This is an optimization exercise on Yosys and OpenROAD, whose aim is small area, not a production implementation.
Function was checked by simulation only, so behaviour that the tests miss may differ from the original.
Power figures rest on the tool's default switching activity, not on a simulated workload.

`design/flow/standard.sh`:
```
#!/bin/bash
# synth_recipe.tcl (not shown) runs the flow's synth.tcl, then flattens the netlist and writes it again
# the make line also repeats each setting of config.mk as NAME=value (left out here)
make -C /OpenROAD-flow-scripts/flow DESIGN_CONFIG=/design/flow/config.mk WORK_HOME=/design/flow/orfs CLKGATE_MAP_FILE= SYNTH_SCRIPT=/design/flow/synth_recipe.tcl "${@:-finish}"
```
`design/flow/flow/shrink.tcl`:
```
# Post-synthesis area recovery: every combinational cell goes to its smallest
# drive strength, and the buffers synthesis inserted are removed. Placement
# repair (repair_design / repair_timing in the standard steps) re-buffers and
# resizes where slew, capacitance or timing need it. Registers are untouched.
set odb_file $::env(SHRINK_ODB)
read_db $odb_file
read_liberty $::env(FLOW_HOME)/platforms/sky130hd/lib/sky130_fd_sc_hd__tt_025C_1v80.lib
set db [ord::get_db]
set block [ord::get_db_block]
set n 0
foreach inst [$block getInsts] {
  set m [[$inst getMaster] getName]
  if {![regexp {^sky130_fd_sc_hd__(\w+)_(\d+)$} $m -> base drv]} { continue }
  if {[regexp {^(conb|tap|fill|decap|clkdly|dly|probe|lpflow)} $base]} { continue }
  if {$drv <= 1} { continue }
  foreach d {1 0} {
    set new [$db findMaster sky130_fd_sc_hd__${base}_$d]
    if {$new != "NULL"} {
      $inst swapMaster $new
      incr n
      break
    }
  }
}
puts "shrink: downsized $n instances"
remove_buffers
write_db $odb_file
```
`design/flow/config.mk`:
```
export PLATFORM = sky130hd
export DESIGN_NAME = spi_trx_responder
export DESIGN_NICKNAME = spi_trx_responder
export VERILOG_FILES = /design/flow/design.v
export SDC_FILE = /design/flow/constraint.sdc
export NUM_CORES = 4
export LEC_CHECK = 0
export CAP_MARGIN = 20
export CORE_MARGIN = 2
export CORE_UTILIZATION = 40
export PLACE_DENSITY = 0.46
export SLEW_MARGIN = 20
export SYNTH_HIERARCHICAL = 1
```
`design/flow/constraint.sdc`:
```
create_clock -name core_clock -period 10.0 [get_ports {i_clk}]
set_input_delay 2.0000 -clock core_clock [delete_from_list [all_inputs] [get_ports {i_clk}]]
set_output_delay 2.0000 -clock core_clock [all_outputs]
set_load 0.01 [all_outputs]
```
`design/flow/design.v`:
```
package spi_trx_pkg;
  localparam int unsigned FRAME_W    = 24;
  localparam int unsigned CMD_RD_BIT = 23;
  localparam int unsigned BYTE_W     = 8;
  typedef enum logic [2:0] {
    IDLE,
    CMD,
    ADDR,
    DATA,
    WAIT_SS
  } spi_state_e;
endpackage
module spi_sync_edge #(
  parameter int unsigned SYNC_FF = 2,
  parameter logic        RST_VAL = 1'b0
) (
  input  logic i_clk,
  input  logic i_rstb,
  input  logic i_d,
  output logic o_q,
  output logic o_rise,
  output logic o_fall
);
  localparam int unsigned NS = (SYNC_FF < 2) ? 2 : SYNC_FF;
  logic [NS:0] sh_q, sh_d;
  always_comb sh_d = {sh_q[NS-1:0], i_d};
  always_ff @(posedge i_clk or negedge i_rstb) begin
    if (!i_rstb) sh_q <= {(NS + 1){RST_VAL}};
    else         sh_q <= sh_d;
  end
  assign o_q    = sh_q[NS-1];
  assign o_rise = sh_q[NS-1] & ~sh_q[NS];
  assign o_fall = ~sh_q[NS-1] & sh_q[NS];
endmodule
module spi_trx_responder #(
  parameter int unsigned DEPTH   = 256,
  parameter int unsigned SYNC_FF = 2
) (
  input  logic       i_clk,
  input  logic       i_rstb,
  input  logic       i_sclk,
  input  logic       i_ss,
  input  logic       i_mosi,
  output logic       o_miso,
  output logic       o_miso_oe,
  output logic       o_wr_stb,
  output logic [7:0] o_wr_addr,
  output logic [7:0] o_wr_data,
  output logic       o_frame_done,
  output logic       o_frame_err,
  input  logic       i_host_we,
  input  logic [7:0] i_host_addr,
  input  logic [7:0] i_host_wdata,
  output logic [7:0] o_host_rdata
);
  localparam logic [4:0]  CNT_SAT   = 5'(spi_trx_pkg::FRAME_W + 1);
  logic [1:0] rst_sync_q;
  logic       rst_n;
  always_ff @(posedge i_clk or negedge i_rstb) begin
    if (!i_rstb) rst_sync_q <= 2'b00;
    else         rst_sync_q <= {rst_sync_q[0], 1'b1};
  end
  assign rst_n = rst_sync_q[1];
  logic sclk_s, sclk_rise, sclk_fall;
  logic ss_s, ss_rise, ss_fall;
  logic mosi_s, mosi_rise, mosi_fall;
  spi_sync_edge #(.SYNC_FF(SYNC_FF), .RST_VAL(1'b0)) u_sync_sclk (
    .i_clk(i_clk), .i_rstb(rst_n), .i_d(i_sclk),
    .o_q(sclk_s), .o_rise(sclk_rise), .o_fall(sclk_fall)
  );
  spi_sync_edge #(.SYNC_FF(SYNC_FF), .RST_VAL(1'b1)) u_sync_ss (
    .i_clk(i_clk), .i_rstb(rst_n), .i_d(i_ss),
    .o_q(ss_s), .o_rise(ss_rise), .o_fall(ss_fall)
  );
  spi_sync_edge #(.SYNC_FF(SYNC_FF), .RST_VAL(1'b0)) u_sync_mosi (
    .i_clk(i_clk), .i_rstb(rst_n), .i_d(i_mosi),
    .o_q(mosi_s), .o_rise(mosi_rise), .o_fall(mosi_fall)
  );
  logic unused_sync;
  assign unused_sync = ^{sclk_s, mosi_rise, mosi_fall};
  logic        active_q, active_d;
  logic [4:0]  bit_cnt_q, bit_cnt_d;
  logic [7:0]  shreg_q, shreg_d;
  logic        cmd_rd_q, cmd_rd_d;
  logic [7:0]  addr_q, addr_d;
  logic        rd_load_q, rd_load_d;
  logic [7:0]  miso_sh_q, miso_sh_d;
  logic        miso_q, miso_d;
  logic        wr_stb_q, wr_stb_d;
  logic        done_q, done_d;
  logic        ferr_q, ferr_d;
  logic [7:0]  host_rdata_q, host_rdata_d;
  logic        spi_we;
  logic [7:0]  byte_in;
  logic        frame_ok;
  logic        ph_cmd, ph_addr, ph_data, byte_end;
  assign byte_in  = {shreg_q[6:0], mosi_s};
  assign frame_ok = (bit_cnt_q == 5'(spi_trx_pkg::FRAME_W));
  assign ph_cmd   = (bit_cnt_q[4:3] == 2'd0);
  assign ph_addr  = (bit_cnt_q[4:3] == 2'd1);
  assign ph_data  = (bit_cnt_q[4:3] == 2'd2);
  assign byte_end = (bit_cnt_q[2:0] == 3'd7);
  always_comb begin
    active_d  = active_q;
    bit_cnt_d = bit_cnt_q;
    shreg_d   = shreg_q;
    cmd_rd_d  = cmd_rd_q;
    addr_d    = addr_q;
    miso_sh_d = miso_sh_q;
    miso_d    = miso_q;
    rd_load_d = 1'b0;
    wr_stb_d  = 1'b0;
    done_d    = 1'b0;
    ferr_d    = 1'b0;
    spi_we    = 1'b0;
    if (rd_load_q) miso_sh_d = spi_rd;
    if (ss_rise) begin
      active_d  = 1'b0;
      miso_sh_d = 8'h00;
      miso_d    = 1'b0;
      if (active_q) begin
        done_d = frame_ok;
        ferr_d = !frame_ok;
      end
    end else if (ss_fall) begin
      active_d  = 1'b1;
      bit_cnt_d = 5'd0;
      miso_sh_d = 8'h00;
      miso_d    = 1'b0;
    end else if (active_q) begin
      if (sclk_fall) begin
        miso_d    = miso_sh_q[7];
        miso_sh_d = {miso_sh_q[6:0], 1'b0};
      end
      if (sclk_rise) begin
        shreg_d = byte_in;
        if (bit_cnt_q != CNT_SAT) bit_cnt_d = bit_cnt_q + 5'd1;
        if (byte_end) begin
          if (ph_cmd) cmd_rd_d = byte_in[spi_trx_pkg::BYTE_W-1];
          if (ph_addr) begin
            addr_d    = byte_in;
            rd_load_d = cmd_rd_q;
          end
          if (ph_data && !cmd_rd_q) begin
            spi_we   = 1'b1;
            wr_stb_d = 1'b1;
          end
        end
      end
    end
  end
  logic [15:0]      h_hi, h_lo, s_hi, s_lo, hw_hi, sw_hi;
  logic [DEPTH-1:0] hsel, ssel_n, hold;
  logic [7:0]       hbus, sbus_n;
  logic [7:0][DEPTH-1:0] rf_bits, rf_x_n;
  logic [7:0]       host_rd, spi_rd, spi_rd_x;
  logic             addr_eq, coll, coll_h;
  assign addr_eq = (addr_q == i_host_addr);
  assign coll    = spi_we && addr_eq;
  assign coll_h  = i_host_we && addr_eq;
  assign sbus_n  = ~(byte_in & {8{spi_we}});
  assign hbus    = coll ? byte_in : (i_host_wdata & {8{i_host_we & rst_n}});
  always_comb begin
    for (int i = 0; i < 16; i++) begin
      h_lo[i]  = (i_host_addr[3:0] == 4'(i)) | ~rst_n;
      h_hi[i]  = (i_host_addr[7:4] == 4'(i)) | ~rst_n;
      hw_hi[i] = ((i_host_addr[7:4] == 4'(i)) & i_host_we) | ~rst_n;
      s_lo[i]  = (addr_q[3:0] == 4'(i));
      s_hi[i]  = (addr_q[7:4] == 4'(i));
      sw_hi[i] = (addr_q[7:4] == 4'(i)) & spi_we;
    end
    for (int r = 0; r < DEPTH; r++) begin
      hsel[r]   = h_hi[r/16] & h_lo[r%16];
      ssel_n[r] = ~(s_hi[r/16] & s_lo[r%16]);
      hold[r]   = ~((hw_hi[r/16] & h_lo[r%16]) | (sw_hi[r/16] & s_lo[r%16]));
    end
  end
  for (genvar r = 0; r < DEPTH; r++) begin : g_row
    for (genvar b = 0; b < 8; b++) begin : g_bit
      spi_rf_cell u_cell (
        .i_clk(i_clk), .i_hold(hold[r]), .i_hw(hsel[r]), .i_hb(hbus[b]),
        .i_sw_n(ssel_n[r]), .i_sb_n(sbus_n[b]), .o_q(rf_bits[b][r]), .o_x_n(rf_x_n[b][r])
      );
    end
  end
  for (genvar b = 0; b < 8; b++) begin : g_rd
    spi_rf_rdplane   u_hrd (.i_d(rf_bits[b]), .i_sel(hsel), .o_y(host_rd[b]));
    spi_rf_rdplane_n u_srd (.i_d_n(rf_x_n[b]), .i_sel_n(ssel_n), .o_y(spi_rd_x[b]));
  end
  assign spi_rd       = coll_h ? host_rd : spi_rd_x;
  assign host_rdata_d = host_rd;
  always_ff @(posedge i_clk or negedge rst_n) begin
    if (!rst_n) begin
      active_q     <= 1'b0;
      bit_cnt_q    <= 5'd0;
      shreg_q      <= 8'h00;
      cmd_rd_q     <= 1'b0;
      addr_q       <= 8'h00;
      rd_load_q    <= 1'b0;
      miso_sh_q    <= 8'h00;
      miso_q       <= 1'b0;
      wr_stb_q     <= 1'b0;
      done_q       <= 1'b0;
      ferr_q       <= 1'b0;
      host_rdata_q <= 8'h00;
    end else begin
      active_q     <= active_d;
      bit_cnt_q    <= bit_cnt_d;
      shreg_q      <= shreg_d;
      cmd_rd_q     <= cmd_rd_d;
      addr_q       <= addr_d;
      rd_load_q    <= rd_load_d;
      miso_sh_q    <= miso_sh_d;
      miso_q       <= miso_d;
      wr_stb_q     <= wr_stb_d;
      done_q       <= done_d;
      ferr_q       <= ferr_d;
      host_rdata_q <= host_rdata_d;
    end
  end
  assign o_miso_oe    = ~ss_s;
  assign o_miso       = miso_q & ~ss_s;
  assign o_wr_stb     = wr_stb_q;
  assign o_wr_addr    = addr_q & {8{wr_stb_q}};
  assign o_wr_data    = shreg_q & {8{wr_stb_q}};
  assign o_frame_done = done_q;
  assign o_frame_err  = ferr_q;
  assign o_host_rdata = host_rdata_q;
endmodule
module spi_rf_cell (
  input  logic i_clk,
  input  logic i_hold,
  input  logic i_hw,
  input  logic i_hb,
  input  logic i_sw_n,
  input  logic i_sb_n,
  output logic o_q,
  output logic o_x_n
);
  spi_rf_aoi22 u_aoi (.i_a0(o_q), .i_a1(i_hold), .i_b0(i_hb), .i_b1(i_hw), .o_y_n(o_x_n));
  always_ff @(posedge i_clk) o_q <= ~((i_sw_n | i_sb_n) & o_x_n);
endmodule
module spi_rf_aoi22 (
  input  logic i_a0,
  input  logic i_a1,
  input  logic i_b0,
  input  logic i_b1,
  output logic o_y_n
);
  assign o_y_n = ~((i_a0 & i_a1) | (i_b0 & i_b1));
endmodule
module spi_rf_rd3 (
  input  logic [2:0] i_d,
  input  logic [2:0] i_sel,
  output logic       o_y_n
);
  assign o_y_n = ~|(i_d & i_sel);
endmodule
module spi_rf_rdplane (
  input  logic [255:0] i_d,
  input  logic [255:0] i_sel,
  output logic         o_y
);
  logic [85:0] y_n;
  for (genvar k = 0; k < 86; k++) begin : g_s
    if (3 * k + 2 < 256) begin : g_full
      spi_rf_rd3 u_s (.i_d(i_d[3*k +: 3]), .i_sel(i_sel[3*k +: 3]), .o_y_n(y_n[k]));
    end else begin : g_part
      assign y_n[k] = ~(i_d[3*k] & i_sel[3*k]);
    end
  end
  assign o_y = ~&y_n;
endmodule
module spi_rf_rd2n (
  input  logic [1:0] i_d_n,
  input  logic [1:0] i_sel_n,
  output logic       o_y
);
  assign o_y = ~((i_d_n[0] | i_sel_n[0]) & (i_d_n[1] | i_sel_n[1]));
endmodule
module spi_rf_rdplane_n (
  input  logic [255:0] i_d_n,
  input  logic [255:0] i_sel_n,
  output logic         o_y
);
  logic [127:0] y;
  for (genvar k = 0; k < 128; k++) begin : g_s
    spi_rf_rd2n u_s (.i_d_n(i_d_n[2*k +: 2]), .i_sel_n(i_sel_n[2*k +: 2]), .o_y(y[k]));
  end
  assign o_y = |y;
endmodule
```
`design/flow/flow/run.sh`:
```
#!/bin/bash
# Own layout flow: the standard synthesis, then post-synthesis area recovery
# (flow/shrink.tcl: smallest drive strengths, synthesis buffers removed), then
# the standard floorplan-to-finish steps with a leaner clock tree (no dummy
# loads). Each tool's output goes to a log file of its own in this folder.
set -euo pipefail
R=orfs/results/${FLOW_PLATFORM}/spi_trx_responder/base
bash standard.sh synth > flow_synth.log 2>&1
cp "$R/1_synth.odb" "$R/1_synth.std.odb"
SHRINK_ODB="$R/1_synth.odb" openroad -no_init -exit flow/shrink.tcl > flow_shrink.log 2>&1
touch "$R/1_synth.sdc"
bash standard.sh "CTS_ARGS=-sink_clustering_enable -repair_clock_nets -dont_use_dummy_load -buf_list {sky130_fd_sc_hd__clkbuf_8} -sink_clustering_size 14 -sink_clustering_max_diameter 45" finish > flow_finish.log 2>&1
```
==> impl_metrics.json, run 1 <==
{
  "status": "no timing/DRC/antenna violations",
  "leakage_nw": 32.30,
  "syn_avg_cell_area_um2": 9.457,
  "htree_levels": 5,
  "grtUsageTotal_pct": 46.67,
  "fin_skew_ns": 0.08203,
  "start_kind": "register",
  "clock_path_buffers": 4,
  "gp_congestion": 1.073,
  "avgRoutedWirePerCell_um": 41.65,
  "intPower_mw": 13.64,
  "globalRoute.totalOverflow": 0,
  "hp-class": "reg -> async",
  "final_area_um2": 105300,
  "drtAntennaViolNets": 0,
  "final_layout_size_suffix_gt1_share_pct": 10.14,
  "worstSetupEndpointType": "register",
  "min_period_ns": 8.434,
  "placedInstanceArea_um2": 100400,
  "cap_violations": 0,
  "grt_max_degree": 145,
  "postCtsSetupBuffers": 0,
  "synth_cells": 9584,
  "p_per_area_nw_per_um2": 194.0,
  "fmax_mhz": 118.6,
  "ios": 51,
  "wl_met2_um": 225500,
  "route.met3.wl_um": 82360,
  "worstMarginPinSlew_ns": 1.347,
  "pwr-share-seq_pct": 49.1,
  "num_rows": 174,
  "via_per_inst": 7.980,
  "power_frac_comb_pct": 19.8,
  "worstSetupPathType": "reg -> reg",
  "dp_hpwl_um": 394400,
  "antenna_found_initial": 72,
  "cts_buffers": 334,
  "crit_fanout": 73,
  "finalHoldViolations": 0,
  "first_iter_violations": 24430,
  "grt_pass1_wl_um": 772100,
  "layout_common_cells": "2,304 x a22oi_1, 2,048 x o21ai_1, 2,048 x dfxtp_1",
  "drt_wl_total_um": 566300,
  "top_layer_used": "met5",
  "power.share.clock_pct": 31.1,
  "p_switching_mw": 6.799,
  "ys_warn_count": 10,
  "drc": 0,
  "setup_tns_ns": 0,
  "timing.final.crit_share_pct": 84.34,
  "synth_nets": 9610,
  "io_buffers": 50,
  "setup_viol": 0,
  "clkLatencyLatePin_ns": 1.13,
  "max_slew_margin_pct": 9.375,
  "ctsResizeCount": 0,
  "die-width_um": 480.0,
  "clk_pin_slew_ns": 0.09,
  "required_ns": 10.93,
  "p_sw_share_pct": 33.27,
  "ir_drop_uv": 114.5,
  "cts_hold_buffers": 0,
  "vias": 108500,
  "die_area_um2": 230400,
  "cts_tree": "built",
  "drv_slew": 0,
  "core_area_um2": 225100,
  "rsz0062_at_grt": "no",
  "drtPass1Iterations": 14,
  "num-fill-cells": 21950,
  "die_h_um": 480.0,
  "start_util_pct": 40.26,
  "crit_arrival_ns": 9.36,
  "area_growth_pct": 16.21,
  "final_common_cell": "a22oi_1",
  "wl_met1_um": 213600,
  "nets": 10570,
  "cts_sinks": 2102,
  "synth_area_um2": 90640,
  "clockRootBuffer": "clkbuf_8",
  "grt_pass1_vias": 96250
}
[final timing paths]
| path | endpoint | startpoint | slack (ns) | depth (start not counted) |
|---|---|---|---|---|
| setup / recovery | miso_sh_q[4] | u_sync_ss.sh_q[1] | 1.57 | 17 |
| hold / removal | u_sync_sclk.sh_q[0] | rst_sync_q[1] | 0.30 | 0 |
| setup reg to reg | miso_sh_q[4] | u_sync_ss.sh_q[1] | 1.57 | 17 |
| hold reg to reg | u_sync_sclk.sh_q[0] | rst_sync_q[1] | 0.30 | 0 |
| max in group asynchronous | miso_sh_q[4] | rst_sync_q[1] | 8.36 | 1 |
| min in group core_clock | rst_sync_q[1] | rst_sync_q[0] | 0.35 | 0 |
[per-layer routing]
layer	global-route usage, %	vias to the layer above
met5	0	-
met4	30.65	48
met3	16.99	1932
met2	64.27	9291
met1	60.80	53140
li1	-	44100
[critical path: stages (launching register included)]
cell	delay, ns
dfstp_1	0.59
and2b_1	0.33
and4bb_1	0.76
nand3_1	0.49
buf_4	0.40
nor3_2	0.14
buf_4	0.30
mux2_8	0.67
buf_4	0.45
buf_4	0.30
a22oi_1	0.23
o22ai_1	0.21
nor4_2	0.79
nand4_1	0.73
nor4_1	0.99
nand2_1	0.14
o31a_1	0.14
o311a_1	0.34
[cell type report]
| type | instances | area, µm² | share of cell area [%] |
|---|---|---|---|
| diodes | 67 | 167.7 | 0.1592 |
| clock buffers | 334 | 4597 | 4.364 |
| inverters | 8 | 30.03 | 0.02851 |
| multi-input cells | 7474 | 49350 | 46.85 |
| flip-flops and latches | 2102 | 42360 | 40.21 |
| well taps | 2992 | 3744 | 3.554 |
| repair buffers | 620 | 5084 | 4.826 |
[sequential cells by signal, summed over array words and instances (netlist names), 3 cells and up]
name	cells
bit_cnt_q	5
miso_sh_q	8
shreg_q	8
host_rdata_q	8
g_row.g_bit.u_cell.o_q	2048
addr_q	8
u_sync_ss.sh_q	3
u_sync_sclk.sh_q	3
[through the flow]
step	std cells	util [%]	hold WS (ns)	power [mW]	worst slack (ns)
after floorplan	9584	-	0.3312	12.10	1.312
after global placement	13170	44.45	0.3362	13.87	0.8271
after detailed placement	13190	44.60	0.3371	13.95	1.239
after CTS	13520	46.64	0.3321	20.13	1.962
after global routing	13560	46.75	0.3650	20.93	1.532
final	13600	46.79	0.3021	20.44	1.566
[power by group through the flow]
stage	sequential (mW)	combinational [mW]	clock, mW
after CTS	9.99	3.80	6.35
final	10.0	4.05	6.37
after global placement	10.1	3.73	0
after floorplan	9.94	2.16	0
after detailed placement	10.2	3.80	0
after global routing	10.1	4.15	6.69
==> run 2: changes to the inputs <==
--- a/design/flow/config.mk
+++ b/design/flow/config.mk
@@ -9,4 +9,4 @@
 export CORE_MARGIN = 2
-export CORE_UTILIZATION = 40
-export PLACE_DENSITY = 0.46
+export CORE_UTILIZATION = 33
+export PLACE_DENSITY = 0.4
 export SLEW_MARGIN = 20
==> run 2 against run 1 <==
Maximum frequency is 0.26% lower. Critical path depth stayed put. Non-clock buffer count is 20 higher. Flip-flop and latch count stayed put. Cell count is 4.7% higher. Count of clock-buffer cells in the layout is 52 higher. Sequential share of layout area is 0.66 points lower. Utilization is 7.6 points lower. Global-route usage is 5.8 points lower. First-iteration DRC count is 20% lower. Cell area is 1.7% higher.
==> impl_metrics.json, run 2 <==
{
  "crit_family": "simple AND/OR/NAND/NOR gates",
  "drv_slew": 0,
  "max_slew_margin_pct": 6.530,
  "worstSetupPathType": "reg -> reg",
  "die-width_um": 528.1,
  "area_growth_pct": 18.14,
  "synth_cells": 9584,
  "fin_skew_ns": 0.1236,
  "antenna_found_initial": 61,
  "required_ns": 10.93,
  "crit_buf_inv": 4,
  "ios": 51,
  "cts_hold_buffers": 0,
  "place_inst": 13810,
  "die_area_um2": 278900,
  "worstSetupEndpointType": "register",
  "final_layout_size_suffix_gt1_share_pct": 11.09,
  "cts_tree": "built",
  "crit_fanout": 16,
  "nets": 10640,
  "finalHoldViolations": 0,
  "critPathSlowestCell": "nand4_1",
  "clk_pin_slew_ns": 0.06,
  "largest_reg_flops": 2048,
  "core_area_um2": 273400,
  "clock_path_buffers": 4,
  "syn_avg_cell_area_um2": 9.457,
  "ctsResizeCount": 0,
  "grt_max_degree": 130,
  "rsz0062_at_grt": "no",
  "final_area_um2": 107100,
  "cap_violations": 0,
  "avgRoutedWirePerCell_um": 42.15,
  "cts_buffers": 386,
  "num_rows": 192,
  "setup_tns_ns": 0,
  "worstMarginPinSlew_ns": 1.402,
  "first_iter_violations": 19550,
  "clkLatencyLatePin_ns": 1.14,
  "clockRootBuffer": "clkbuf_8",
  "synth_area_um2": 90640,
  "setup_viol": 0,
  "fmax_mhz": 118.3,
  "crit_chain": "and2b_1 > and4bb_1 > nand3_1 > buf_4 > inv_1 > buf_4 > and2_1 > a22oi_1 > a22oi_1 > o22ai_1 > nor4_1 > nand4_1 > nor4_1 > buf_4 > nand2_1 > o31a_1 > o211a_1",
  "largest-register": "g_row.g_bit.u_cell.o_q",
  "final_common_cell": "a22oi_1",
  "postCtsSetupBuffers": 0,
  "cp_common_cell": "buf_4",
  "dp_hpwl_um": 421300,
  "p_per_area_nw_per_um2": 197.4,
  "start_util_pct": 33.15,
  "drc": 0,
  "final_cells": 14240,
  "drtAntennaViolNets": 0,
  "grtUsageTotal_pct": 40.90,
  "drt_wl_total_um": 600100,
  "timing.final.crit_share_pct": 84.56,
  "hp-class": "reg -> async",
  "die_h_um": 528.1,
  "cts_sinks": 2102,
  "status": "no timing/DRC/antenna violations",
  "critPathMaxStageDelay_ns": 1.03,
  "via_per_inst": 7.508,
  "crit_arrival_ns": 9.38,
  "io_buffers": 50,
  "ir_drop_uv": 97.19,
  "htree_levels": 5,
  "globalRoute.totalOverflow": 0,
  "num-fill-cells": 27590,
  "hold_ws_ns": 0.2557,
  "min_period_ns": 8.456,
  "ys_warn_count": 10,
  "start_kind": "register",
  "drtPass1Iterations": 14,
  "leakage_nw": 32.80,
  "gp_congestion": 1.002,
  "synth_nets": 9610,
  "grt_pass1_vias": 97150,
  "layout_common_cells": "2,303 x a22oi_1, 2,048 x o21ai_1, 2,048 x dfxtp_1",
  "placedInstanceArea_um2": 101600,
  "grt_pass1_wl_um": 811900,
  "vias": 106900
}
run 2: cell types whose count changed in the layout (fill, tap and decap cells not counted), moves of 12 or more:
cell | previous run | this run
diode_2 | 67 | 38
nor2_1 | 277 | 264
nor2_2 | 36 | 48
nor4_1 | 263 | 242
nor4_2 | 31 | 52
clkbuf_8 | 334 | 386
run 2: power breakdown:
part	internal [mW]	total (mW)	switching, mW
registers	9.39	10.0	0.644
clock network	3.37	6.97	3.61
logic	1.35	4.13	2.79
run 2: final timing paths:
path                                  endpoint  depth (start not counted)                 from  slack (ns)
setup / recovery                  miso_sh_q[6]                         17    u_sync_ss.sh_q[1]        1.54
hold / removal                          done_q                          0        rst_sync_q[1]        0.26
setup reg to reg                  miso_sh_q[6]                         17    u_sync_ss.sh_q[1]        1.54
hold reg to reg                         done_q                          0        rst_sync_q[1]        0.26
max in group asynchronous      host_rdata_q[6]                          2        rst_sync_q[1]        8.24
min in group core_clock    u_sync_mosi.sh_q[1]                          0  u_sync_mosi.sh_q[0]        0.35
run 2: metrics by stage:
| step | power (mW) | worst slack, ns | utilization (%) |
|---|---|---|---|
| after floorplan | 12.10 | 1.312 | - |
| after global placement | 14.04 | 0.5295 | 37.05 |
| after detailed placement | 14.11 | 0.9473 | 37.15 |
| after CTS | 21.02 | 1.784 | 39.09 |
| after global routing | 21.75 | 1.394 | 39.14 |
| final | 21.14 | 1.544 | 39.17 |
run 2: layer usage:
layer | global-route usage [%] | vias to the layer above | share of wire (%)
li1 | - | 44230 | -
met1 | 54.30 | 53720 | 40
met2 | 59.04 | 7439 | 42
met3 | 10.79 | 1470 | 11
met4 | 24.54 | 38 | 6.9
met5 | 0 | - | 0.046
run 2: cell type report:
class                      count  area, µm²  share of cell area, %
antenna                       38      95.09                0.08880
clock buffer                 386       5313                  4.961
inverter                       8      30.03                0.02804
multi-input combinational   7474      49500                  46.22
sequential                  2102      42360                  39.56
tap                         3589       4491                  4.194
timing repair buffer         640       5298                  4.947
==> run 3: changes to the inputs <==
==> design/flow/flow/run.sh (replaced) <==
#!/bin/bash
# Own layout flow: the standard synthesis, then post-synthesis area recovery
# (flow/shrink.tcl: smallest drive strengths, synthesis buffers removed), then
# the standard floorplan-to-finish steps with a leaner clock tree (clkbuf_8
# sinks in larger clusters, no dummy loads) and without the largest buffers
# and gates (x6 to x16 drive) for repair. Each tool's output goes to a log
# file of its own in this folder.
set -euo pipefail
R=orfs/results/${FLOW_PLATFORM}/spi_trx_responder/base
bash standard.sh synth > flow_synth.log 2>&1
cp "$R/1_synth.odb" "$R/1_synth.std.odb"
SHRINK_ODB="$R/1_synth.odb" openroad -no_init -exit flow/shrink.tcl > flow_shrink.log 2>&1
touch "$R/1_synth.sdc"
P=sky130_fd_sc_hd__
PLATFORM_DONT_USE="${P}probe_p_8 ${P}probec_p_8 ${P}lpflow_bleeder_1 ${P}lpflow_clkbufkapwr_1 ${P}lpflow_clkbufkapwr_16 ${P}lpflow_clkbufkapwr_2 ${P}lpflow_clkbufkapwr_4 ${P}lpflow_clkbufkapwr_8 ${P}lpflow_clkinvkapwr_1 ${P}lpflow_clkinvkapwr_16 ${P}lpflow_clkinvkapwr_2 ${P}lpflow_clkinvkapwr_4 ${P}lpflow_clkinvkapwr_8 ${P}lpflow_decapkapwr_12 ${P}lpflow_decapkapwr_3 ${P}lpflow_decapkapwr_4 ${P}lpflow_decapkapwr_6 ${P}lpflow_decapkapwr_8 ${P}lpflow_inputiso0n_1 ${P}lpflow_inputiso0p_1 ${P}lpflow_inputiso1n_1 ${P}lpflow_inputiso1p_1 ${P}lpflow_inputisolatch_1 ${P}lpflow_isobufsrc_1 ${P}lpflow_isobufsrc_16 ${P}lpflow_isobufsrc_2 ${P}lpflow_isobufsrc_4 ${P}lpflow_isobufsrc_8 ${P}lpflow_isobufsrckapwr_16 ${P}lpflow_lsbuf_lh_hl_isowell_tap_1 ${P}lpflow_lsbuf_lh_hl_isowell_tap_2 ${P}lpflow_lsbuf_lh_hl_isowell_tap_4 ${P}lpflow_lsbuf_lh_isowell_4 ${P}lpflow_lsbuf_lh_isowell_tap_1 ${P}lpflow_lsbuf_lh_isowell_tap_2 ${P}lpflow_lsbuf_lh_isowell_tap_4"
BIG="${P}buf_12 ${P}buf_16 ${P}buf_8 ${P}bufbuf_16 ${P}bufbuf_8 ${P}bufinv_16 ${P}bufinv_8 ${P}ebufn_8 ${P}einvn_8 ${P}einvp_8 ${P}inv_12 ${P}inv_16 ${P}inv_8 ${P}mux2_8 ${P}nand2_8 ${P}nor2_8 ${P}buf_6 ${P}inv_6"
bash standard.sh "DONT_USE_CELLS=$PLATFORM_DONT_USE $BIG" \
  "CTS_ARGS=-sink_clustering_enable -repair_clock_nets -dont_use_dummy_load -buf_list {${P}clkbuf_8} -sink_clustering_size 12 -sink_clustering_max_diameter 60" \
  RECOVER_POWER=100 finish > flow_finish.log 2>&1
--- a/design/flow/config.mk
+++ b/design/flow/config.mk
@@ -7,7 +7,8 @@
 export LEC_CHECK = 0
-export CAP_MARGIN = 20
+export CAP_MARGIN = 10
 export CORE_MARGIN = 2
-export CORE_UTILIZATION = 33
+export CORE_UTILIZATION = 34
+export GPL_TIMING_DRIVEN = 0
 export PLACE_DENSITY = 0.4
-export SLEW_MARGIN = 20
+export SLEW_MARGIN = 10
 export SYNTH_HIERARCHICAL = 1
==> run 3 against run 2 <==
The layout now fails its checks (max-capacitance violations, max-slew violations, negative setup slack). Synthesized area unchanged. Total power shrank 11%. Cell area fell by 5.2%. Flip-flop and latch count did not move. Cell count is 3.7% lower. Die area is 2.9% lower. Combinational power fell by 11%. Non-clock buffer count shrank 298. Wire length decreased by 5.4%. Clock power fell by 26%. Largest power group unchanged.
==> impl_metrics.json, run 3 <==
{
  "start_util_pct": 34.19,
  "avgRoutedWirePerCell_um": 41.42,
  "htree_levels": 4,
  "nets": 10170,
  "die_h_um": 520.3,
  "clockRootBuffer": "clkbuf_8",
  "p_switching_mw": 6.417,
  "crit_fanout": 50,
  "ios": 51,
  "num-fill-cells": 26810,
  "drt_wl_total_um": 567800,
  "core_area_um2": 265100,
  "worstSetupPathType": "in -> reg",
  "final_layout_size_suffix_gt1_share_pct": 6.682,
  "cap_violations": 8,
  "die_area_um2": 270700,
  "cts_tree": "built",
  "crit_buf_inv": 5,
  "globalRoute.totalOverflow": 0,
  "largest-register": "g_row.g_bit.u_cell.o_q",
  "clkLatencyLatePin_ns": 1.12,
  "register_area_um2": 42350,
  "leakage_nw": 30.77,
  "synth_cells": 9584,
  "final_core_util_pct": 38.29,
  "gp_congestion": 0.9594,
  "min_period_ns": 10.12,
  "grt_pass1_vias": 93610,
  "p_sw_share_pct": 34.00,
  "hp-class": "reg -> reg",
  "syn_avg_cell_area_um2": 9.457,
  "grt_pass1_wl_um": 766700,
  "synth_area_um2": 90640,
  "timing.final.crit_share_pct": 101.2,
  "status": "failed layout checks",
  "ctsResizeCount": 0,
  "drtPass1Iterations": 17,
  "vias": 104900,
  "cts_buffers": 220,
  "postCtsSetupBuffers": 0,
  "layout_setup_ws_ns": -0.1233,
  "hold_ws_ns": 0.3556,
  "setup_tns_ns": -0.1233,
  "multi_input_area_um2": 49350,
  "final_cells": 13710,
  "rsz0062_at_grt": "no",
  "fin_skew_ns": 0.08634,
  "grtUsageTotal_pct": 39.60,
  "cp_common_cell": "buf_4",
  "clock_path_buffers": 4,
  "finalHoldViolations": 0,
  "area_growth_pct": 11.99,
  "worstMarginPinSlew_ns": 2.362,
  "fmax_mhz": 98.78,
  "crit_chain": "clkbuf_1 > xnor2_1 > nand4_1 > nor3_2 > mux2_1 > buf_4 > buf_4 > buf_4 > buf_4 > a22oi_1 > o22ai_1 > nor4_1 > nand4_1 > nor4_1 > nand2_1 > o31a_1 > o211a_1",
  "layout_common_cells": "2,304 x a22oi_1, 2,048 x dfxtp_1, 2,011 x o21ai_0",
  "place_inst": 13450,
  "p_per_area_nw_per_um2": 185.9,
  "start_kind": "input pin",
  "clk_pin_slew_ns": 0.09,
  "critPathMaxStageDelay_ns": 1.13,
  "power_frac_comb_pct": 19.5,
  "num_rows": 189,
  "grt_max_degree": 57,
  "worstSetupEndpointType": "register",
  "die-width_um": 520.3,
  "largest_reg_flops": 2048,
  "cts_hold_buffers": 0,
  "via_per_inst": 7.650,
  "power.share.clock_pct": 27.5,
  "ys_warn_count": 10,
  "drtAntennaViolNets": 0,
  "critPathSlowestCell": "nor3_2",
  "max_slew_margin_pct": -58.03,
  "required_ns": 10.98,
  "setup_viol": 1,
  "check-failures": "max-capacitance violations, max-slew violations, negative setup slack",
  "ir_drop_uv": 110.8,
  "cts_sinks": 2102,
  "crit_arrival_ns": 11.11,
  "pwr-share-seq_pct": 53.0,
  "synth_nets": 9610,
  "drc": 0,
  "drv_slew": 107,
  "power_mw": 18.87,
  "first_iter_violations": 18800,
  "final_common_cell": "a22oi_1",
  "antenna_found_initial": 39,
  "dp_hpwl_um": 410400,
  "crit_family": "simple AND/OR/NAND/NOR gates",
  "intPower_mw": 12.45,
  "io_buffers": 50
}
[run 3: cell count changes in the layout (fill, tap and decap cells not counted), moves of 27 or more]
cell             delta
buf_1              +49
buf_12             -27
buf_2              +34
buf_4             -312
clkbuf_8          -166
clkdlybuf4s50_1    -50
o21ai_0          +2000
o21ai_1          -2000
[run 3: area by class of cell]
type	instances	share of cell area (%)
well taps	3533	4.355
multi-input cells	7474	48.62
flip-flops and latches	2102	41.73
repair buffers	342	2.209
inverters	8	0.03205
clock buffers	220	2.983
diodes	30	0.07396
[run 3: power by group through the flow]
stage / Clock [mW] / Combinational, mW / Sequential, mW
2_1_floorplan: 0 / 2.16 / 9.94
3_3_place_gp: 0 / 3.59 / 10.2
3_5_place_dp: 0 / 3.62 / 10.1
4_1_cts: 5.29 / 3.62 / 9.96
5_1_grt: 5.56 / 3.83 / 10.1
6_report: 5.19 / 3.68 / 9.99
[run 3: worst register-to-register path: stages, from the launching register on]
cell       delay (ns)
dfrtp_1          1.68
buf_4            0.88
inv_4            0.51
nor2_4           0.74
buf_4            0.45
buf_4            0.39
nor2_1           0.34
a222oi_1         0.98
nand4_1          0.69
or4_1            0.87
a2111oi_1        1.16
nand4_1          0.65
nand2_1          0.22
or3_1            0.14
a31oi_1          0.08
[run 3: layer usage]
| metal | vias up | global-route usage [%] | wire length, µm |
|---|---|---|---|
| met3 | 1372 | 10.22 | 66660 |
| met4 | 16 | 21.66 | 37460 |
| met2 | 7469 | 57.58 | 237300 |
| met5 | - | 0.3861 | 129 |
| met1 | 52810 | 53.24 | 226300 |
| li1 | 43210 | - | - |
[run 3: path summary, 6_finish.rpt]
| check | startpoint | endpoint | slack (ns) | cells after the start |
|---|---|---|---|---|
| worst max-delay path | i_host_addr[4] | miso_sh_q[6] | -0.12 | 17 |
| worst min-delay path | rst_sync_q[0] | rst_sync_q[1] | 0.36 | 0 |
| worst max register to register | rst_sync_q[1] | miso_sh_q[0] | 0.06 | 14 |
| worst min register to register | rst_sync_q[0] | rst_sync_q[1] | 0.36 | 0 |
| max in group asynchronous | rst_sync_q[1] | miso_sh_q[3] | 7.44 | 1 |
| min in group asynchronous | i_rstb | rst_sync_q[0] | 0.68 | 1 |
[run 3: through the flow]
stage          instance area (µm²)  setup WS [ns]
2_1_floorplan                90640          1.312
3_3_place_gp                 95250         -9.546
3_5_place_dp                 98350        -0.6108
4_1_cts                     101400         0.5494
5_1_grt                     101400        0.02750
6_report                    101500        -0.1233
==> run 4: changes to the inputs <==
--- a/design/flow/flow/run.sh
+++ b/design/flow/flow/run.sh
@@ -17,3 +17,3 @@
 bash standard.sh "DONT_USE_CELLS=$PLATFORM_DONT_USE $BIG" \
-  "CTS_ARGS=-sink_clustering_enable -repair_clock_nets -dont_use_dummy_load -buf_list {${P}clkbuf_8} -sink_clustering_size 12 -sink_clustering_max_diameter 60" \
-  RECOVER_POWER=100 finish > flow_finish.log 2>&1
+  "CTS_ARGS=-sink_clustering_enable -repair_clock_nets -dont_use_dummy_load -buf_list {${P}clkbuf_8} -sink_clustering_size 14 -sink_clustering_max_diameter 65" \
+  "BUFFER_PORTS_ARGS=-inputs -outputs -buffer_cell ${P}buf_2" finish > flow_finish.log 2>&1
--- a/design/flow/config.mk
+++ b/design/flow/config.mk
@@ -9,5 +9,5 @@
 export CORE_MARGIN = 2
-export CORE_UTILIZATION = 34
+export CORE_UTILIZATION = 40
 export GPL_TIMING_DRIVEN = 0
-export PLACE_DENSITY = 0.4
+export PLACE_DENSITY = 0.46
 export SLEW_MARGIN = 10
==> run 4 against run 3 <==
Fails layout checks on max-capacitance violations, max-slew violations. Largest power group unchanged. Synthesized area is the same. Sequential share of layout area grew 0.49 points. Flip-flop and latch count is the same. Combinational power grew 4%. Worst setup slack gained 0.49 ns. Worst hold slack lost 0.095 ns. Sequential power is essentially flat.
==> impl_metrics.json, run 4 <==
{
  "cts_hold_buffers": 0,
  "antenna_found_initial": 65,
  "hp-class": "reg -> async",
  "final_cells": 13150,
  "rsz0062_at_grt": "no",
  "drv_slew": 4,
  "clk_pin_slew_ns": 0.09,
  "via_per_inst": 8.004,
  "drc": 0,
  "die-width_um": 480.0,
  "worstMarginPinSlew_ns": 1.596,
  "timing.final.crit_share_pct": 96.34,
  "crit_arrival_ns": 10.56,
  "drtAntennaViolNets": 0,
  "io_buffers": 50,
  "place_inst": 12910,
  "max_slew_margin_pct": -7.414,
  "finalHoldViolations": 0,
  "grt_pass1_wl_um": 746800,
  "ir_drop_uv": 130.4,
  "die_area_um2": 230400,
  "status": "failed layout checks",
  "postCtsSetupBuffers": 0,
  "fin_skew_ns": 0.07698,
  "dp_hpwl_um": 393500,
  "synth_area_um2": 90640,
  "first_iter_violations": 21030,
  "area_growth_pct": 10.70,
  "core_area_um2": 225100,
  "final_layout_size_suffix_gt1_share_pct": 6.713,
  "start_util_pct": 40.26,
  "drtPass1Iterations": 13,
  "htree_levels": 4,
  "crit_fanout": 17,
  "cts_tree": "built",
  "num_rows": 174,
  "final_common_cell": "a22oi_1",
  "register_area_um2": 42360,
  "ys_warn_count": 10,
  "cap_violations": 2,
  "ctsResizeCount": 0,
  "check-failures": "max-capacitance violations, max-slew violations",
  "setup_tns_ns": 0,
  "synth_cells": 9584,
  "start_kind": "register",
  "setup_viol": 0,
  "grt_pass1_vias": 94160,
  "largest-register": "g_row.g_bit.u_cell.o_q",
  "synth_nets": 9610,
  "worstSetupPathType": "reg -> reg",
  "min_period_ns": 9.634,
  "largest_reg_flops": 2048,
  "grtUsageTotal_pct": 45.01,
  "multi_input_area_um2": 49180,
  "globalRoute.totalOverflow": 0,
  "drt_wl_total_um": 546800,
  "p_per_area_nw_per_um2": 184.7,
  "clkLatencyLatePin_ns": 1.05,
  "leakage_nw": 29.74,
  "num-fill-cells": 22230,
  "nets": 10140,
  "cts_sinks": 2102,
  "vias": 105300,
  "avgRoutedWirePerCell_um": 41.57,
  "clockRootBuffer": "clkbuf_8",
  "rr_worst_depth": 14,
  "ios": 51,
  "layout_common_cells": "2,304 x a22oi_1, 2,048 x o21ai_1, 2,048 x dfxtp_1",
  "required_ns": 10.92,
  "die_h_um": 480.0,
  "worstSetupEndpointType": "register",
  "syn_avg_cell_area_um2": 9.457,
  "gp_congestion": 1.004,
  "cts_buffers": 186,
  "grt_max_degree": 58,
  "fmax_mhz": 103.8,
  "clock_path_buffers": 3
}
[run 4: worst paths after layout]
| check | startpoint | end | slack (ns) |
|---|---|---|---|
| setup / recovery | u_sync_ss.sh_q[1] | miso_sh_q[5] | 0.37 |
| hold / removal | rst_sync_q[1] | shreg_q[7] | 0.26 |
| setup reg to reg | u_sync_ss.sh_q[1] | miso_sh_q[5] | 0.37 |
| hold reg to reg | rst_sync_q[1] | shreg_q[7] | 0.26 |
| max in group asynchronous | rst_sync_q[1] | host_rdata_q[4] | 8.52 |
| min in group core_clock | u_sync_mosi.sh_q[0] | u_sync_mosi.sh_q[1] | 0.35 |
[run 4: metrics by stage]
step           util [%]  worst slack [ns]  hold WS [ns]  power [mW]  cell area [µm²]
6_report          44.57            0.3663        0.2601       18.53           100300
5_1_grt           44.53            0.5815        0.2926       19.05           100300
4_1_cts           44.46            0.9432        0.2797       18.29           100100
3_5_place_dp      43.32            0.6064        0.2721       13.74            97520
3_3_place_gp      42.04            -8.459        0.3355       13.71            94630
2_1_floorplan         -             1.312        0.3312       12.10            90640
[run 4: layout make-up]
cell class,count,share of cell area (%)
Antenna cell,47,0.1172
Clock buffer,186,2.551
Inverter,8,0.03242
Timing Repair Buffer,344,2.339
Multi-Input combinational cell,7474,49.01
Tap cell,2992,3.731
Sequential cell,2102,42.22
[run 4: worst max-delay path, stage by stage (launching register included)]
cell	delay (ns)
dfstp_1	0.62
and2b_1	0.33
and4bb_1	0.68
nand3_1	1.09
inv_2	1.29
and2_1	0.92
a22oi_1	0.53
a22oi_1	0.33
o22ai_1	0.15
nor4_1	0.79
nand4_1	0.53
nor4_1	1.42
nand2_1	0.32
o31a_1	0.23
o211a_1	0.24
[run 4: power by group]
part | internal, mW | switching, mW | total, mW
Combinational | 1.21 | 2.60 | 3.81
Sequential | 9.36 | 0.637 | 10.0
Clock | 1.65 | 3.07 | 4.72
[run 4: metal layers]
layer	track usage (%)	vias to the layer above	wire, µm
li1	-	43320	-
met5	0.4764	-	528
met1	57.44	52210	205900
met2	63.60	7970	222900
met4	30.16	48	43980
met3	15.71	1737	73430
==> run 5: changes to the inputs <==
--- a/design/flow/flow/run.sh
+++ b/design/flow/flow/run.sh
@@ -4,5 +4,5 @@
 # the standard floorplan-to-finish steps with a leaner clock tree (clkbuf_8
-# sinks in larger clusters, no dummy loads) and without the largest buffers
-# and gates (x6 to x16 drive) for repair. Each tool's output goes to a log
-# file of its own in this folder.
+# sinks in larger clusters, no dummy loads), without the largest buffers and
+# gates (x6 to x16 drive) for repair, and with buf_2 as the port buffer. Each
+# tool's output goes to a log file of its own in this folder.
 set -euo pipefail
--- a/design/flow/config.mk
+++ b/design/flow/config.mk
@@ -7,8 +7,8 @@
 export LEC_CHECK = 0
-export CAP_MARGIN = 10
+export CAP_MARGIN = 20
 export CORE_MARGIN = 2
-export CORE_UTILIZATION = 40
+export CORE_UTILIZATION = 36
 export GPL_TIMING_DRIVEN = 0
-export PLACE_DENSITY = 0.46
-export SLEW_MARGIN = 10
+export PLACE_DENSITY = 0.42
+export SLEW_MARGIN = 20
 export SYNTH_HIERARCHICAL = 1
==> run 5 against run 4 <==
Now clean on timing, DRC and antenna. Clock power increased by 3%. Register-to-register slack hardly changed. Synthesized cell count is the same. Cell area grew 1.8%. Total power grew 0.93%. Synthesized area unchanged. Highest routed layer unchanged.
==> impl_metrics.json, run 5 <==
{
  "fmax_mhz": 104.0,
  "largest_reg_flops": 2048,
  "die_h_um": 505.8,
  "register_area_um2": 42360,
  "ctsResizeCount": 0,
  "avgRoutedWirePerCell_um": 41.90,
  "syn_avg_cell_area_um2": 9.457,
  "synth_cells": 9584,
  "cts_hold_buffers": 0,
  "power_frac_comb_pct": 20.6,
  "drt_wl_total_um": 570700,
  "final_core_util_pct": 40.70,
  "crit_chain": "and2b_1 > and4bb_1 > nand3_1 > nor3_2 > buf_4 > mux2_4 > buf_4 > buf_4 > buf_4 > buf_4 > buf_4 > a22oi_1 > o22ai_1 > nor4_1 > nand4_1 > nor4_2 > buf_2 > nand2_1 > o31a_1 > o311a_1",
  "ir_drop_uv": 137.2,
  "regToRegSetupSlack_ns": 0.38,
  "status": "no timing/DRC/antenna violations",
  "layout_common_cells": "2,304 x a22oi_1, 2,048 x o21ai_1, 2,048 x dfxtp_1",
  "vias": 104900,
  "grt_pass1_wl_um": 769800,
  "worstSetupPathType": "reg -> reg",
  "r2r_start": "u_sync_ss.sh_q[1]",
  "cp_common_cell": "buf_4",
  "crit_fanout": 45,
  "via_per_inst": 7.699,
  "start_kind": "register",
  "critPathSlowestCell": "nand3_1",
  "required_ns": 10.97,
  "hp-class": "reg -> async",
  "placedInstanceArea_um2": 98920,
  "leakage_nw": 30.22,
  "crit_arrival_ns": 10.59,
  "ys_warn_count": 10,
  "htree_levels": 4,
  "rsz0062_at_grt": "no",
  "ios": 51,
  "num-fill-cells": 25340,
  "setup_tns_ns": 0,
  "grt_pass1_vias": 93550,
  "antenna_found_initial": 67,
  "nets": 10240,
  "clock_path_buffers": 3,
  "max_slew_margin_pct": 8.794,
  "p_per_area_nw_per_um2": 183.1,
  "start_util_pct": 36.12,
  "pwr-share-seq_pct": 53.5,
  "die-width_um": 505.8,
  "min_period_ns": 9.620,
  "intPower_mw": 12.31,
  "first_iter_violations": 19880,
  "setup_viol": 0,
  "grt_max_degree": 55,
  "worstReg2RegEnd": "miso_sh_q[1]",
  "cts_tree": "built",
  "gp_congestion": 0.9881,
  "synth_area_um2": 90640,
  "area_growth_pct": 12.67,
  "final_layout_size_suffix_gt1_share_pct": 9.355,
  "power_mw": 18.70,
  "synth_nets": 9610,
  "final_common_cell": "a22oi_1",
  "clkLatencyLatePin_ns": 1.03,
  "place_inst": 13340,
  "cap_violations": 0,
  "num_rows": 184,
  "p_sw_share_pct": 34.16,
  "final_area_um2": 102100,
  "p_switching_mw": 6.388,
  "core_area_um2": 250900,
  "globalRoute.totalOverflow": 0,
  "clockRootBuffer": "clkbuf_8",
  "rr_worst_depth": 20,
  "largest-register": "g_row.g_bit.u_cell.o_q",
  "drtAntennaViolNets": 0,
  "power.share.clock_pct": 25.9,
  "io_buffers": 50,
  "drc": 0,
  "critPathMaxStageDelay_ns": 0.88,
  "fin_skew_ns": 0.08333,
  "postCtsSetupBuffers": 0,
  "cts_buffers": 194,
  "clk_pin_slew_ns": 0.11,
  "worstSetupEndpointType": "register",
  "grtUsageTotal_pct": 42.14,
  "finalHoldViolations": 0,
  "final_cells": 13620,
  "worstMarginPinSlew_ns": 1.356,
  "drv_slew": 0,
  "die_area_um2": 255800,
  "cts_sinks": 2102,
  "dp_hpwl_um": 422600,
  "drtPass1Iterations": 14,
  "multi_input_area_um2": 49900,
  "timing.final.crit_share_pct": 96.20
}
## run 5: cell types whose count changed in the layout (fill, tap and decap cells not counted), moves of 5 or more
| cell | change |
|---|---|
| nor2_2 | +127 |
| a2111oi_1 | -7 |
| buf_4 | +14 |
| nor2_1 | -132 |
| buf_2 | +71 |
| nor4_1 | -44 |
| a2111oi_2 | +7 |
| diode_2 | +18 |
| clkbuf_8 | +8 |
| nor2_4 | +5 |
| nor4_2 | +43 |
## run 5: final cells by class
class | instances | share of cell area [%]
antenna | 65 | 0.1593
clock buffer | 194 | 2.615
inverter | 8 | 0.03186
multi-input combinational | 7474 | 48.87
sequential | 2102 | 41.48
tap | 3348 | 4.102
timing repair buffer | 430 | 2.748
## run 5: per-stage QoR
step	setup WS [ns]	hold slack, ns
after floorplan	1.312	0.3312
after global placement	-9.607	0.3368
after detailed placement	0.2098	0.3215
after CTS	0.8103	0.3043
after global routing	0.3500	0.3625
final	0.3803	0.3146
## run 5: worst max path at each step
stage | from | endpoint | depth (start not counted)
3_3_place_gp | addr_q[1] | miso_sh_q[1] | 10
3_5_place_dp | i_host_addr[6] | miso_sh_q[1] | 20
4_1_cts | u_sync_ss.sh_q[1] | miso_sh_q[1] | 20
2_1_floorplan | i_host_addr[2] | miso_sh_q[7] | 12
5_1_grt | u_sync_ss.sh_q[1] | miso_sh_q[1] | 20
6_report | u_sync_ss.sh_q[1] | miso_sh_q[1] | 20
## run 5: layer usage
| layer | track usage, % | wire (µm) |
|---|---|---|
| met1 | 55.41 | 224800 |
| met2 | 60.87 | 237700 |
| met3 | 13.13 | 69570 |
| met4 | 23.74 | 38240 |
| met5 | 0 | 337 |
## run 5: power by group through the flow
| stage | Sequential (mW) | Clock (mW) | Combinational (mW) |
|---|---|---|---|
| final | 10.0 | 4.84 | 3.85 |
| after global routing | 10.1 | 5.19 | 3.98 |
| after CTS | 9.98 | 4.91 | 3.65 |
| after detailed placement | 10.2 | 0 | 3.65 |
| after global placement | 10.2 | 0 | 3.59 |
| after floorplan | 9.94 | 0 | 2.16 |
## run 5: worst max-delay path, delay by kind of cell, from the launching register on
family          cells  cell delay (ns)
flops               1             0.63
mux                 1             0.52
buf+inv             7             3.63
simple gates        8             3.25
compound gates      4             1.31

-- port drivers added, routing unchanged --
Ports are ideal in the flow. The routed layouts listed here were re-timed in OpenROAD. Step 1 (the two cells are an assumption about what drives the block):
set clk [get_ports {i_clk}]
set_driving_cell -lib_cell sky130_fd_sc_hd__clkbuf_16 $clk
set_driving_cell -lib_cell sky130_fd_sc_hd__buf_2 [delete_from_list [all_inputs] $clk]
Step 2 adds t to the input delays and takes it off the output delays; t is the mean of the earliest and latest rising clock arrival at the registers after step 1. Input paths then give back, and output paths get back, about the clock's delay inside the block. Slacks: ideal / step 1 / step 2; pairs: ideal / step 1.
run	t, ns	setup WS [ns]	hold WS [ns]	worst setup path at the end	clock arrival spread, ns
run 1	1.181	1.566 / 1.566 / 0.691	0.302 / 0.302 / 0.302	input to register	0.098 / 0.098
run 2	1.194	1.544 / 1.544 / 0.570	0.256 / 0.256 / 0.256	input to register	0.125 / 0.125
run 3	1.190	-0.123 / -0.053 / -1.243	0.356 / 0.356 / 0.356	input to register	0.088 / 0.088
run 4	1.099	0.366 / 0.366 / 0.010	0.260 / 0.260 / 0.260	input to register	0.077 / 0.077
run 5	1.092	0.380 / 0.380 / -0.424	0.315 / 0.315 / 0.315	input to register	0.084 / 0.084
Met with ideal ports but missed after step 2: setup timing in run 5. For run 3, which loses most, drivers alone change the setup slack by +0.070 ns; drivers and shift together by -1.120 ns.
